This design comes from an exercise in tuning for small area, a short achievable clock period and few clock cycles per item on the open sky130 flow, not from production work. In this exercise RTL edits were held to simulation tests only and were not proved equivalent to the original.

==> design.v <==
package tdgc_pkg;
    typedef enum logic [2:0] {
        ST_IDLE,
        ST_MUL1,
        ST_MUL2,
        ST_MUL3,
        ST_FIN
    } t_state;
    typedef struct packed {
        logic load;
        logic mul1;
        logic mul2;
        logic mul3;
        logic fin;
    } t_dp_cmd;
    typedef struct packed {
        logic out_free;
    } t_dp_sts;
    typedef struct packed {
        logic signed [17:0] pos;
        logic [10:0]        rate;
        logic               hit;
        logic               fault;
    } t_axis_res;
    localparam logic [2:0] CFG_SPIN_THRESHOLD    = 3'd0;
    localparam logic [2:0] CFG_DUTY_FULL_SCALE   = 3'd1;
    localparam logic [2:0] CFG_PAN_POS_LIMIT     = 3'd2;
    localparam logic [2:0] CFG_PAN_NEG_LIMIT     = 3'd3;
    localparam logic [2:0] CFG_TILT_TOP_LIMIT    = 3'd4;
    localparam logic [2:0] CFG_TILT_BOTTOM_LIMIT = 3'd5;
    localparam logic [2:0] CFG_PAN_MAX_RATE      = 3'd6;
    localparam logic [2:0] CFG_TILT_MAX_RATE     = 3'd7;
    localparam logic [6:0]  RST_SPIN_THRESHOLD    = 7'd80;
    localparam logic [19:0] RST_DUTY_FULL_SCALE   = 20'd500000;
    localparam logic [15:0] RST_PAN_POS_LIMIT     = 16'd28000;
    localparam logic [15:0] RST_PAN_NEG_LIMIT     = 16'd28000;
    localparam logic [15:0] RST_TILT_TOP_LIMIT    = 16'd18000;
    localparam logic [15:0] RST_TILT_BOTTOM_LIMIT = 16'd18000;
    localparam logic [15:0] RST_PAN_MAX_RATE      = 16'd50000;
    localparam logic [15:0] RST_TILT_MAX_RATE     = 16'd5000;
    localparam logic [7:0]  SPIN_SPEED = 8'd90;
    localparam logic [27:0] DUTY_MAX   = 28'hFFFFFFF;
    localparam logic [27:0] RECIP_127_L = 28'd135274561;
    localparam int          RECIP_L_SH  = 34;
    localparam logic [15:0] RECIP_127_S = 16'd33027;
    localparam int          RECIP_S_SH  = 22;
    localparam logic signed [18:0] POS_MAX = 19'sd131071;
    localparam logic signed [18:0] POS_MIN = -19'sd131072;
endpackage
module tdgc_ctrl
(
    input  logic    i_clk,
    input  logic    i_rst_n,
    input  logic    i_in_valid,
    output logic    o_in_ready,
    input  tdgc_pkg::t_dp_sts i_sts,
    output tdgc_pkg::t_dp_cmd o_cmd
);
    tdgc_pkg::t_state r_state;
    tdgc_pkg::t_state n_state;
    always_ff @(posedge i_clk) begin
        if (!i_rst_n) begin
            r_state <= tdgc_pkg::ST_IDLE;
        end else begin
            r_state <= n_state;
        end
    end
    always_comb begin
        n_state    = r_state;
        o_cmd      = '0;
        o_in_ready = 1'b0;
        case (r_state)
            tdgc_pkg::ST_IDLE: begin
                o_in_ready = 1'b1;
                if (i_in_valid) begin
                    o_cmd.load = 1'b1;
                    n_state    = tdgc_pkg::ST_MUL1;
                end
            end
            tdgc_pkg::ST_MUL1: begin
                o_cmd.mul1 = 1'b1;
                n_state    = tdgc_pkg::ST_MUL2;
            end
            tdgc_pkg::ST_MUL2: begin
                o_cmd.mul2 = 1'b1;
                n_state    = tdgc_pkg::ST_MUL3;
            end
            tdgc_pkg::ST_MUL3: begin
                o_cmd.mul3 = 1'b1;
                n_state    = tdgc_pkg::ST_FIN;
            end
            tdgc_pkg::ST_FIN: begin
                if (i_sts.out_free) begin
                    o_cmd.fin = 1'b1;
                    n_state   = tdgc_pkg::ST_IDLE;
                end
            end
            default: begin
                n_state = tdgc_pkg::ST_IDLE;
            end
        endcase
    end
endmodule
module tdgc_dp
(
    input  logic        i_clk,
    input  logic        i_rst_n,
    input  tdgc_pkg::t_dp_cmd     i_cmd,
    output tdgc_pkg::t_dp_sts     o_sts,
    input  logic [39:0] i_in_data,
    input  logic        i_cfg_we,
    input  logic [2:0]  i_cfg_idx,
    input  logic [19:0] i_cfg_data,
    output logic [87:0] o_out_data,
    output logic        o_out_valid,
    input  logic        i_out_ready
);
    logic [6:0]  r_spin_thr;
    logic [19:0] r_full_scale;
    logic [15:0] r_pan_pos_lim;
    logic [15:0] r_pan_neg_lim;
    logic [15:0] r_tilt_top_lim;
    logic [15:0] r_tilt_bot_lim;
    logic [15:0] r_pan_max_rate;
    logic [15:0] r_tilt_max_rate;
    logic signed [7:0] r_turn;
    logic signed [7:0] r_throttle;
    logic signed [7:0] r_pan_in;
    logic signed [7:0] r_tilt_in;
    logic [8:0]        r_mult;
    logic signed [17:0] r_pan_pos;
    logic signed [17:0] r_tilt_pos;
    tdgc_pkg::t_axis_res          r_pan_res;
    tdgc_pkg::t_axis_res          r_tilt_res;
    logic [26:0] r_y;
    logic [20:0] r_q;
    logic [29:0] r_p;
    logic [14:0] r_v;
    logic        r_out_valid;
    logic [87:0] r_out_data;
    logic              w_spin_r;
    logic              w_spin_l;
    logic signed [7:0] w_neg_thr;
    logic              w_right_fwd;
    logic              w_left_fwd;
    logic [7:0]        w_mag;
    logic [27:0]       w_y;
    logic [54:0]       w_qprod;
    logic [27:0]       w_q127;
    logic [26:0]       w_rem;
    logic [29:0]       w_p;
    logic [15:0]       w_v;
    logic [30:0]       w_tprod;
    logic [29:0]       w_sum;
    logic [27:0]       w_duty;
    tdgc_pkg::t_axis_res         w_pan_res;
    tdgc_pkg::t_axis_res         w_tilt_res;
    function automatic tdgc_pkg::t_axis_res f_axis(
        input logic signed [7:0]  g_in,
        input logic signed [17:0] pos,
        input logic [15:0]        lim_p,
        input logic [15:0]        lim_n,
        input logic [15:0]        max_rate
    );
        logic signed [10:0] cmd;
        logic signed [17:0] lim_hi;
        logic signed [17:0] lim_lo;
        logic signed [18:0] sum;
        logic [10:0]        mag;
        tdgc_pkg::t_axis_res          res;
        cmd       = {g_in, 3'b000};
        lim_hi    = $signed({2'b00, lim_p});
        lim_lo    = $signed(18'd0 - {2'b00, lim_n});
        res.hit   = 1'b0;
        res.fault = 1'b0;
        if ((pos > lim_hi) && (cmd > 11'sd0)) begin
            cmd     = 11'sd0;
            res.hit = 1'b1;
        end else if ((pos < lim_lo) && (cmd < 11'sd0)) begin
            cmd     = 11'sd0;
            res.hit = 1'b1;
        end
        sum = pos + cmd;
        if (sum > tdgc_pkg::POS_MAX) begin
            res.pos = tdgc_pkg::POS_MAX[17:0];
        end else if (sum < tdgc_pkg::POS_MIN) begin
            res.pos = tdgc_pkg::POS_MIN[17:0];
        end else begin
            res.pos = sum[17:0];
        end
        mag = cmd[10] ? 11'(-cmd) : 11'(cmd);
        if ({5'd0, mag} > max_rate) begin
            res.rate  = 11'd0;
            res.fault = 1'b1;
        end else begin
            res.rate = mag;
        end
        f_axis = res;
    endfunction
    always_comb begin
        w_neg_thr = $signed(8'd0 - {1'b0, r_spin_thr});
        w_spin_r  = r_turn > $signed({1'b0, r_spin_thr});
        w_spin_l  = r_turn < w_neg_thr;
        if (w_spin_r) begin
            w_right_fwd = 1'b0;
            w_left_fwd  = 1'b1;
            w_mag       = tdgc_pkg::SPIN_SPEED;
        end else if (w_spin_l) begin
            w_right_fwd = 1'b1;
            w_left_fwd  = 1'b0;
            w_mag       = tdgc_pkg::SPIN_SPEED;
        end else begin
            w_right_fwd = ~r_throttle[7];
            w_left_fwd  = ~r_throttle[7];
            w_mag       = r_throttle[7] ? 8'(8'd0 - r_throttle) : r_throttle;
        end
    end
    assign w_pan_res  = f_axis(r_pan_in, r_pan_pos, r_pan_pos_lim, r_pan_neg_lim,
                               r_pan_max_rate);
    assign w_tilt_res = f_axis(r_tilt_in, r_tilt_pos, r_tilt_top_lim, r_tilt_bot_lim,
                               r_tilt_max_rate);
    assign w_y     = {8'd0, r_full_scale} * {20'd0, w_mag};
    assign w_qprod = {28'd0, r_y} * {27'd0, tdgc_pkg::RECIP_127_L};
    assign w_q127  = {r_q, 7'd0} - {7'd0, r_q};
    assign w_rem   = r_y - w_q127[26:0];
    assign w_p     = {9'd0, r_q} * {21'd0, r_mult};
    assign w_v     = {7'd0, r_mult} * {9'd0, w_rem[6:0]};
    assign w_tprod = {16'd0, r_v} * {15'd0, tdgc_pkg::RECIP_127_S};
    assign w_sum   = r_p + {21'd0, w_tprod[tdgc_pkg::RECIP_S_SH +: 9]};
    assign w_duty  = (w_sum > {2'b00, tdgc_pkg::DUTY_MAX}) ? tdgc_pkg::DUTY_MAX : w_sum[27:0];
    always_ff @(posedge i_clk) begin
        if (!i_rst_n) begin
            r_spin_thr      <= tdgc_pkg::RST_SPIN_THRESHOLD;
            r_full_scale    <= tdgc_pkg::RST_DUTY_FULL_SCALE;
            r_pan_pos_lim   <= tdgc_pkg::RST_PAN_POS_LIMIT;
            r_pan_neg_lim   <= tdgc_pkg::RST_PAN_NEG_LIMIT;
            r_tilt_top_lim  <= tdgc_pkg::RST_TILT_TOP_LIMIT;
            r_tilt_bot_lim  <= tdgc_pkg::RST_TILT_BOTTOM_LIMIT;
            r_pan_max_rate  <= tdgc_pkg::RST_PAN_MAX_RATE;
            r_tilt_max_rate <= tdgc_pkg::RST_TILT_MAX_RATE;
        end else if (i_cfg_we) begin
            case (i_cfg_idx)
                tdgc_pkg::CFG_SPIN_THRESHOLD:    r_spin_thr      <= i_cfg_data[6:0];
                tdgc_pkg::CFG_DUTY_FULL_SCALE:   r_full_scale    <= i_cfg_data;
                tdgc_pkg::CFG_PAN_POS_LIMIT:     r_pan_pos_lim   <= i_cfg_data[15:0];
                tdgc_pkg::CFG_PAN_NEG_LIMIT:     r_pan_neg_lim   <= i_cfg_data[15:0];
                tdgc_pkg::CFG_TILT_TOP_LIMIT:    r_tilt_top_lim  <= i_cfg_data[15:0];
                tdgc_pkg::CFG_TILT_BOTTOM_LIMIT: r_tilt_bot_lim  <= i_cfg_data[15:0];
                tdgc_pkg::CFG_PAN_MAX_RATE:      r_pan_max_rate  <= i_cfg_data[15:0];
                tdgc_pkg::CFG_TILT_MAX_RATE:     r_tilt_max_rate <= i_cfg_data[15:0];
                default: begin
                end
            endcase
        end
    end
    always_ff @(posedge i_clk) begin
        if (!i_rst_n) begin
            r_pan_pos  <= '0;
            r_tilt_pos <= '0;
        end else if (i_cmd.mul1) begin
            r_pan_pos  <= w_pan_res.pos;
            r_tilt_pos <= w_tilt_res.pos;
        end
    end
    always_ff @(posedge i_clk) begin
        if (i_cmd.load) begin
            r_turn     <= $signed(i_in_data[7:0]);
            r_throttle <= $signed(i_in_data[15:8]);
            r_pan_in   <= $signed(i_in_data[23:16]);
            r_tilt_in  <= $signed(i_in_data[31:24]);
            r_mult     <= {1'b0, i_in_data[39:32]} + 9'd1;
        end
        if (i_cmd.mul1) begin
            r_y        <= w_y[26:0];
            r_pan_res  <= w_pan_res;
            r_tilt_res <= w_tilt_res;
        end
        if (i_cmd.mul2) begin
            r_q <= w_qprod[tdgc_pkg::RECIP_L_SH +: 21];
        end
        if (i_cmd.mul3) begin
            r_p <= w_p;
            r_v <= w_v[14:0];
        end
        if (i_cmd.fin) begin
            r_out_data <= {2'b00,
                           r_tilt_res.fault, r_pan_res.fault,
                           r_tilt_res.hit, r_pan_res.hit,
                           r_tilt_res.rate, r_pan_res.rate,
                           ~r_tilt_in[7], ~r_pan_in[7],
                           w_duty, w_duty,
                           w_left_fwd, w_right_fwd};
        end
    end
    always_ff @(posedge i_clk) begin
        if (!i_rst_n) begin
            r_out_valid <= 1'b0;
        end else if (i_cmd.fin) begin
            r_out_valid <= 1'b1;
        end else if (i_out_ready) begin
            r_out_valid <= 1'b0;
        end
    end
    assign o_sts.out_free = ~r_out_valid | i_out_ready;
    assign o_out_valid    = r_out_valid;
    assign o_out_data     = r_out_data;
endmodule
module teleop_drive_and_gimbal_command_unit
(
    input  logic        i_clk,
    input  logic        i_rst_n,
    input  logic [39:0] s_axis_tdata,
    input  logic        s_axis_tvalid,
    output logic        s_axis_tready,
    output logic [87:0] m_axis_tdata,
    output logic        m_axis_tvalid,
    input  logic        m_axis_tready,
    input  logic        i_cfg_we,
    input  logic [2:0]  i_cfg_idx,
    input  logic [19:0] i_cfg_data
);
    tdgc_pkg::t_dp_cmd w_cmd;
    tdgc_pkg::t_dp_sts w_sts;
    tdgc_ctrl u_ctrl (
        .i_clk      (i_clk),
        .i_rst_n    (i_rst_n),
        .i_in_valid (s_axis_tvalid),
        .o_in_ready (s_axis_tready),
        .i_sts      (w_sts),
        .o_cmd      (w_cmd)
    );
    tdgc_dp u_dp (
        .i_clk       (i_clk),
        .i_rst_n     (i_rst_n),
        .i_cmd       (w_cmd),
        .o_sts       (w_sts),
        .i_in_data   (s_axis_tdata),
        .i_cfg_we    (i_cfg_we),
        .i_cfg_idx   (i_cfg_idx),
        .i_cfg_data  (i_cfg_data),
        .o_out_data  (m_axis_tdata),
        .o_out_valid (m_axis_tvalid),
        .i_out_ready (m_axis_tready)
    );
endmodule
==> run.sh <==
#!/bin/bash
# synth_recipe.tcl (not shown) runs the flow's synth.tcl, then flattens the netlist and writes it again
# the make line also repeats each setting of config.mk as NAME=value (left out here)
make -C /OpenROAD-flow-scripts/flow DESIGN_CONFIG=/design/flow/config.mk WORK_HOME=/design/flow/orfs CLKGATE_MAP_FILE= SYNTH_SCRIPT=/design/flow/synth_recipe.tcl finish
==> config.mk <==
export PLATFORM = sky130hd
export DESIGN_NAME = teleop_drive_and_gimbal_command_unit
export DESIGN_NICKNAME = teleop_drive_and_gimbal_command_unit
export VERILOG_FILES = /design/flow/design.v
export SDC_FILE = /design/flow/constraint.sdc
export NUM_CORES = 4
export LEC_CHECK = 0
export CAP_MARGIN = 20
export CORE_MARGIN = 2
export CORE_UTILIZATION = 40
export PLACE_DENSITY = 0.6
export SLEW_MARGIN = 20
==> constraint.sdc <==
create_clock -name core_clock -period 8.0 [get_ports {i_clk}]
set_input_delay 1.6000 -clock core_clock [delete_from_list [all_inputs] [get_ports {i_clk}]]
set_output_delay 1.6000 -clock core_clock [all_outputs]
set_load 0.01 [all_outputs]
==> results.txt <==
how the worst max path moves through the flow:
stage	from	end	cells after the start
floorplan	u_dp.r_spin_thr[1]$_SDFFE_PN0P_	u_dp.r_y[26]$_DFFE_PP_	26
global placement	u_dp.r_spin_thr[1]$_SDFFE_PN0P_	u_dp.r_y[26]$_DFFE_PP_	26
detailed placement	u_dp.r_spin_thr[1]$_SDFFE_PN0P_	u_dp.r_y[26]$_DFFE_PP_	26
CTS	u_dp.r_spin_thr[1]$_SDFFE_PN0P_	u_dp.r_y[26]$_DFFE_PP_	26
global route	u_dp.r_spin_thr[1]$_SDFFE_PN0P_	u_dp.r_y[26]$_DFFE_PP_	26
finish	u_dp.r_spin_thr[1]$_SDFFE_PN0P_	u_dp.r_y[26]$_DFFE_PP_	26
cells by family (layout without fill, tap and decap cells):
logic type / Yosys count / in the layout / synth area share, %
compound gates: 568 / 568 / 10.5
mux: 2 / 2 / 0.0581
fa+ha+maj: 869 / 869 / 36.2
buf+inv: 697 / 785 / 7.67
xor+xnor: 185 / 185 / 4.45
other cells: 1 / 9 / 0.0102
flops: 365 / 365 / 25.6
simple gates: 1196 / 1196 / 15.5
layout by cell type (no fill, tap or decap), types with 20 or more instances in the layout:
| master | Yosys | routed |
|---|---|---|
| a21boi_0 | 82 | 82 |
| a21o_1 | 68 | 68 |
| a21oi_1 | 131 | 131 |
| and2_1 | 178 | 177 |
| and3_1 | 72 | 72 |
| buf_4 | 43 | 33 |
| clkbuf_16 | 0 | 45 |
| clkdlybuf4s50_1 | 0 | 148 |
| dfxtp_1 | 159 | 159 |
| edfxtp_1 | 206 | 206 |
| fa_1 | 326 | 326 |
| ha_1 | 515 | 515 |
| inv_1 | 523 | 523 |
| nand2_1 | 548 | 548 |
| nand2b_1 | 22 | 22 |
| nand3_1 | 65 | 65 |
| nand4_1 | 22 | 22 |
| nor2_1 | 135 | 134 |
| nor2b_1 | 45 | 44 |
| nor3_1 | 54 | 52 |
| o211ai_1 | 29 | 29 |
| o21a_1 | 31 | 31 |
| o21ai_0 | 75 | 75 |
| o21ai_1 | 24 | 24 |
| o21bai_1 | 20 | 20 |
| xnor2_1 | 115 | 115 |
| xor2_1 | 69 | 69 |
critical path, cell delays in order (launching register included):
cell and delay (ps):
dfxtp_1 410, inv_1 100, ha_1 290, nor2b_1 140, o21a_1 170, o21a_1 180
o31ai_1 330, o211a_2 350, buf_4 310, and2_1 300, nand2_1 110, fa_1 530
fa_1 550, inv_1 60, fa_1 540, inv_1 60, fa_1 540, inv_1 50
ha_1 340, or4_1 530, o21ai_2 100, o41ai_2 160, a41o_1 270, or4_1 420
a31o_1 240, a21oi_2 140, xnor2_1 80
flip-flops by register name, summed over array words and instances, names as in the netlist, 8 cells and up:
register	cells
u_dp.r_tilt_res	10
u_dp.r_full_scale	20
u_dp.r_v	15
u_dp.r_tilt_top_lim	16
u_dp.r_pan_pos_lim	16
u_dp.r_tilt_bot_lim	16
u_dp.r_q	21
u_dp.r_pan_in	8
u_dp.r_y	27
u_dp.r_throttle	8
u_dp.r_pan_max_rate	16
u_dp.r_pan_neg_lim	16
u_dp.r_pan_pos	16
u_dp.r_mult	9
u_dp.r_pan_res	10
u_dp.r_turn	8
u_dp.r_out_data	52
u_dp.r_tilt_pos	16
u_dp.r_p	30
u_dp.r_tilt_max_rate	16
u_dp.r_tilt_in	8
stage by stage:
| step | area (sq um) | setup slack, ps |
|---|---|---|
| 5_1_grt | 40400 | 26.1 |
| 3_5_place_dp | 39000 | 483 |
| 2_1_floorplan | 36600 | 1210 |
| 4_1_cts | 40400 | 422 |
| 3_3_place_gp | 39000 | 557 |
| 6_report | 40500 | 446 |
cell type report:
cell class | count | area [sq um] | area share [%]
Sequential cell | 365 | 9370 | 23.2
Tap cell | 1176 | 1470 | 3.64
Multi-Input combinational cell | 2828 | 24500 | 60.5
Antenna cell | 1 | 2.50 | 0.00619
Clock inverter | 20 | 195 | 0.483
Clock buffer | 58 | 1220 | 3.01
Inverter | 526 | 1980 | 4.88
Timing Repair Buffer | 181 | 1730 | 4.27
what timing repair did:
item | CTS | global route
endpoints found under the setup margin | 0 | 1
hold endpoints to repair | 0 | 0
resized for setup | 0 | 1
layer usage:
layer	global-route usage (%)	up-vias
met2	30.3	484
met3	2.34	114
li1	-	13000
met4	4.23	2
met5	0	-
met1	25.4	12700
==> summary.txt <==
Status: no timing/DRC/antenna violations
WL met3: 3320 um
Antenna-violating nets left: 0
Die area: 93900 sq um
Number of DRC markers in iteration 0: 1389
I/O pins: 158
Reg clk slew, reported paths: 60 ps
Max_cap viols: 0
Mapped Area: 36600 sq um
DR DRC count: 0
RSZ-0062 raised after global routing: false
Largest cells by area after synthesis: fa_1, ha_1, edfxtp_1
Flip-flop and latch count after synthesis: 365
Largest net degree at the start of global routing: 93
Via Count: 26300
Final non-filler cell total: 5155
Antenna violations before repair: 3
Hold Fails Final Rpt: 0
Final Cycle Share: 94.4%
CP Class: reg -> reg
Top sig layer: met5
Ys async rst share: 0%
CTS Hold Bufs: 0
Met2 wire len: 39300 um
Routed WL: 84600 um
Worst slew pin tran: 919 ps
Crit path DAT: 7870 ps
R2R setup slack: 450 ps
Post-synth top area share: 17.8%
WL/cell: 16.4 um
Final Skew: 28.5 ps
Normalized max-slew margin: 38.5%
Min Tclk post-route: 7550 ps
Drt pass-1 iters: 6
First-pass GRT wire length: 139000 um
Layout cells sized above 1: 3.62%
Cells after Synth: 3883
Total CTS buffers: 43
Fmax: 132 MHz
CTS tree: yes
R2r endpoint: u_dp.r_y[26]$_DFFE_PP_
Hold Path Sink: u_dp.r_out_data[81]$_DFFE_PP_
Die X-Extent: 307 um
Top-count cell post-synth: nand2_1
Fin util: 44.8%
Longest Clk Path Bufs: 3
Vias in the first global route: 26400
Post-CTS Setup Repair Bufs: 0
Skew-Pair Late Insertion Delay: 600 ps
Hold Path Stages: 0
Core area: 90300 sq um
Ys flop type: edfxtp_1
Peak fanout along the critical path: 36
Worst min-delay path startpoint: u_dp.r_tilt_res[12]$_SDFFCE_PP0P_
PortBufs: 149
Worst r2r path cells: 26
Fillers: 8680
Worst setup SP type: register
All-layer global routing usage: 18.3%
Worst setup EP type: register
P&R area growth vs syn: 10.5%
Pins Over Slew Limit: 0
WL met1: 40200 um
Hpwl dp: 65400 um
Final setup viols: 0
Max H-tree Level: 2
NumNets Final: 4854
Gr ovfl total: 0
Sequential share of the synthesized area: 25.6%
Hold slack final: 413 ps
Clk sinks: 365
Commonest cells post-synth: nand2_1, inv_1, ha_1
Number of synthesized flops with an enable pin: 206
Yosys warnings: 2
Worst r2r src: u_dp.r_spin_thr[1]$_SDFFE_PN0P_
Worst hold path class: reg -> reg
Initial Util: 40.5%
CTS root buf: clkbuf_16
WP data required: 8310 ps
Gpl congestion: 0.842
Core Rows: 110
Cell variety after synth: 85
Synthesized area per cell: 9.43 sq um
Setup TNS: 0 ps
Placed cell count: 5075
Die height: 307 um
Top cell type by total area after synthesis: fa_1
Post-DR vias/cell: 5.10
Testbench counts, summed over its fixed seeds: cycles 12,008, items 2,400.

[re-timing with driven ports]
Ports are ideal in the flow. The routed layout listed here was re-timed in OpenROAD. Step 1 assumes that a clkbuf_16 drives the clock port and a buf_2 every other input. Step 2 also shifts input and output timing later by t, the mid clock arrival at the registers, as if the neighbouring blocks saw the same clock. Three values: ideal ports, drivers, drivers and shift; two values: the first two.
shift t [ns]: 0.647
slack for setup (ns): 0.446 / 0.446 / 0.446
hold slack, ns: 0.413 / 0.413 / 0.413
clock arrival spread, ns: 0.030 / 0.031
After both steps setup and hold are still met in this run. For this run, drivers alone change the setup slack by 0.000 ns; drivers and shift together by 0.000 ns.
